Background: an optimization exercise with open tools, aiming at small area, a short achievable clock period and few clock cycles per item. Do not read the settings as production practice.
In this exercise RTL edits were held to simulation tests only and were not proved equivalent to the original.
Power is estimated from default activity; no workload was simulated.

Design tomasulo_core, start of the top module:
module tomasulo_core #(
  parameter logic [31:0] REG_INIT = 32'd5
) (
  input  logic        GCLK,
  input  logic        rst,
  input  logic [31:0] inst,          
  input  logic        inst_valid,
  output logic        fetch_en,
  output logic        wb_valid,      
  output logic [31:0] wb_value,
  input  logic [3:0]  dbg_addr,
  output logic [31:0] dbg_data,
  output logic        dbg_pending,
  output logic        idle           
);
For scale: roughly 4600 cells after synthesis, roughly 640 flip-flops, about 110 I/O pins.
clock: 12.0 ns
lec_check: 0
cap_margin: 20
core_margin: 2
core_utilization: 40
slew_margin: 20
standard.sh (not shown) runs the stock make flow with config.mk's settings and CLKGATE_MAP_FILE= SYNTH_SCRIPT=/design/flow/synth_recipe.tcl, a recipe that flattens the netlist after the stock synthesis.
==> flow/flow/run.sh <==
#!/bin/bash
set -euo pipefail
export SETUP_SLACK_MARGIN=6.5
bash standard.sh > standard.log 2>&1
Testbench counts at the start, summed over its fixed seeds: cycles 8,282, items 7,706.
Edit:
==> flow/run.sh (new file) <==
#!/bin/bash
# synth_recipe.tcl (not shown) runs the flow's synth.tcl, then flattens the netlist and writes it again
# the make line also repeats each setting of config.mk as NAME=value (left out here)
make -C /OpenROAD-flow-scripts/flow DESIGN_CONFIG=/design/flow/config.mk WORK_HOME=/design/flow/orfs CLKGATE_MAP_FILE= SYNTH_SCRIPT=/design/flow/synth_recipe.tcl finish
--- a/flow/config.mk
+++ b/flow/config.mk
@@ -9,3 +9,4 @@
 export CORE_MARGIN = 2
 export CORE_UTILIZATION = 40
+export SETUP_SLACK_MARGIN = 5
 export SLEW_MARGIN = 20
removed: flow/flow/run.sh
removed: flow/standard.sh
Effect:
- global-route usage went down by 4.5 points
- power went down by a few percent
- via count went down by a little under a tenth
- register-to-register slack is worse by 0.58 ns
- final area went down by roughly a tenth
- sequential share of layout area went up by 4.3 points
- non-clock buffer count went down by 331
Edit:
--- a/flow/config.mk
+++ b/flow/config.mk
@@ -9,4 +9,6 @@
 export CORE_MARGIN = 2
 export CORE_UTILIZATION = 40
+export CTS_CLUSTER_DIAMETER = 100
+export CTS_CLUSTER_SIZE = 24
 export SETUP_SLACK_MARGIN = 5
 export SLEW_MARGIN = 20
What happened:
- sequential power stays flat
- cell area goes down by about 2.4%
- non-clock buffer count goes up by 3
- sequential cell count stays the same
- setup slack gets worse by 0.051 ns
- maximum frequency goes down by about 0.7%

========
## rev 12
Starting RTL as in the previous note.
make LEC_CHECK=0 ABC_AREA=1 CAP_MARGIN=20 CORE_MARGIN=2 CORE_UTILIZATION=60 SETUP_SLACK_MARGIN=5 SLEW_MARGIN=20 finish   # period 12.0 ns
run.sh (not shown) runs the stock make flow with config.mk's settings and CLKGATE_MAP_FILE= SYNTH_SCRIPT=/design/flow/synth_recipe.tcl, a recipe that flattens the netlist after the stock synthesis.
Stock flow here: none of the scripts above is used.
Rev 12: PASS, flow complete, no timing, DRC or antenna violations
Testbench counts of rev 12, summed over its fixed seeds: cycles 8,282, items 7,706.
Setup changes, rev 12 to rev 13
- CORE_UTILIZATION changed from 60 to 50
- CTS_CLUSTER_SIZE newly set to 24
- CTS_CLUSTER_DIAMETER newly set to 100
- ABC_AREA removed (was 1)
[summary]
Of rev 12 and rev 13, rev 13 shows the higher adder-cell area share of the yosys netlist, with rev 12 below it.
The number of diodes added for antenna fixing number comes out higher for rev 12 vs rev 13.
Between rev 12 and rev 13, the wire length on met2 is higher for rev 12.
On total of plain and repair buffers excluding clock buffers, the higher figure sits with rev 12, not rev 13.

========
== run 1 ==
Starting RTL as in the previous note.
export LEC_CHECK = 0
export CAP_MARGIN = 20
export CORE_MARGIN = 2
export CORE_UTILIZATION = 50
export CTS_CLUSTER_DIAMETER = 100
export CTS_CLUSTER_SIZE = 30
export SETUP_SLACK_MARGIN = 5
export SLEW_MARGIN = 20
create_clock -name core_clock -period 12.0 [get_ports {GCLK}]
Testbench counts of run 1, summed over its fixed seeds: cycles 8,282, items 7,706.
Relative to run 1, the following input files were edited for run 2:
- CTS_CLUSTER_SIZE no longer set, was 30
- CTS_CLUSTER_DIAMETER no longer set, was 100
Notes after the runs:
Sort run 1 and run 2 by global-route usage, descending, and run 2 comes first.
For the detailed-route via count, run 2 came in 207 higher than run 1 did.
Higher utilization of the core after routing among run 1 and run 2: run 2
Critical path launch point = dbg_addr[3]: run 2; critical path launch point = dbg_addr[1]: run 1
Input-level comparison between run 3 and run 2:
- CORE_UTILIZATION now 40, was 50
- CAP_MARGIN now 0, was 20
- SLEW_MARGIN now 0, was 20
Results
Worst hold slack delta (run 2 -> run 3): insignificant
Relative to run 2, the clock power measured on run 3 has increased slightly.
Run 3 against run 2: total power draw went up 0.041 mW, multi-input gate share of the layout cell area went down 0.48 points, part of the power in the clock network went up by 0.6 points.
Input-level comparison between run 4 and run 3:
- setting PLACE_DENSITY to 0.75 for the first time
- changing CAP_MARGIN from 0 to 20
- changing SLEW_MARGIN from 0 to 20
### Flow results
The actual transition at the worst max-transition pin of run 4 falls short of that of run 3 by 0.041 ns. Sort run 4 and run 3 by combinational share of power asc -> top: run 4. Delta(via count of the first global-routing pass, run 4 - run 3) > 0. Run 4 gives less post-layout net count than run 3 did. Wire: run 4 routes less than run 3. Area: run 4 vs run 3 -> run 4 smaller. Sort run 4 and run 3 by total of fill cells in the finished design, ascending, and run 4 comes first. Per the comparison of run 4 with run 3, global-route usage went down 1.8 points, routed via count went up about 1.2%.

separate check: timing with driven ports:
The results above use ideal ports. As a check the final layouts listed here were re-extracted and re-timed, cells and wires unchanged.
Step 1: set_driving_cell puts a clkbuf_16 on GCLK and a buf_2 on each other input, an assumption about the parent block.
Step 2 also shifts input and output timing later by t, the mid clock arrival at the registers, as if the neighbouring blocks saw the same clock.
Slacks: ideal / step 1 / step 2; pairs: ideal / step 1.
run | shift t [ns] | setup slack, ns | clock arrival spread, ns | slew at the worst register clock pin (ns) | worst slew at a driven data input, ns
the first run of note 1 | 0.699 | 5.318 / 5.270 / 5.270 | 0.030 / 0.030 | 0.08 / 0.08 | 0.07
the second run of note 1 | 0.684 | 5.027 / 5.000 / 5.000 | 0.037 / 0.037 | 0.07 / 0.07 | 0.04
the third run of note 1 | 0.719 | 4.976 / 4.952 / 4.952 | 0.032 / 0.032 | 0.11 / 0.11 | 0.04
rev 12 | 0.713 | 4.851 / 4.824 / 4.824 | 0.040 / 0.040 | 0.07 / 0.07 | 0.05
rev 13 | 0.716 | 5.011 / 4.986 / 4.986 | 0.038 / 0.039 | 0.11 / 0.11 | 0.03
run 1 | 0.712 | 4.983 / 4.961 / 4.961 | 0.041 / 0.041 | 0.12 / 0.12 | 0.03
run 2 | 0.726 | 4.981 / 4.955 / 4.955 | 0.048 / 0.049 | 0.07 / 0.07 | 0.03
run 3 | 0.683 | 5.010 / 4.983 / 4.983 | 0.037 / 0.037 | 0.07 / 0.07 | 0.04
run 4 | 0.727 | 4.996 / 4.974 / 4.974 | 0.046 / 0.046 | 0.08 / 0.08 | 0.04
After both steps every run listed still meets setup and hold. For the first run of note 1, which loses most, drivers alone change the setup slack by -0.048 ns; drivers and shift together by -0.048 ns.
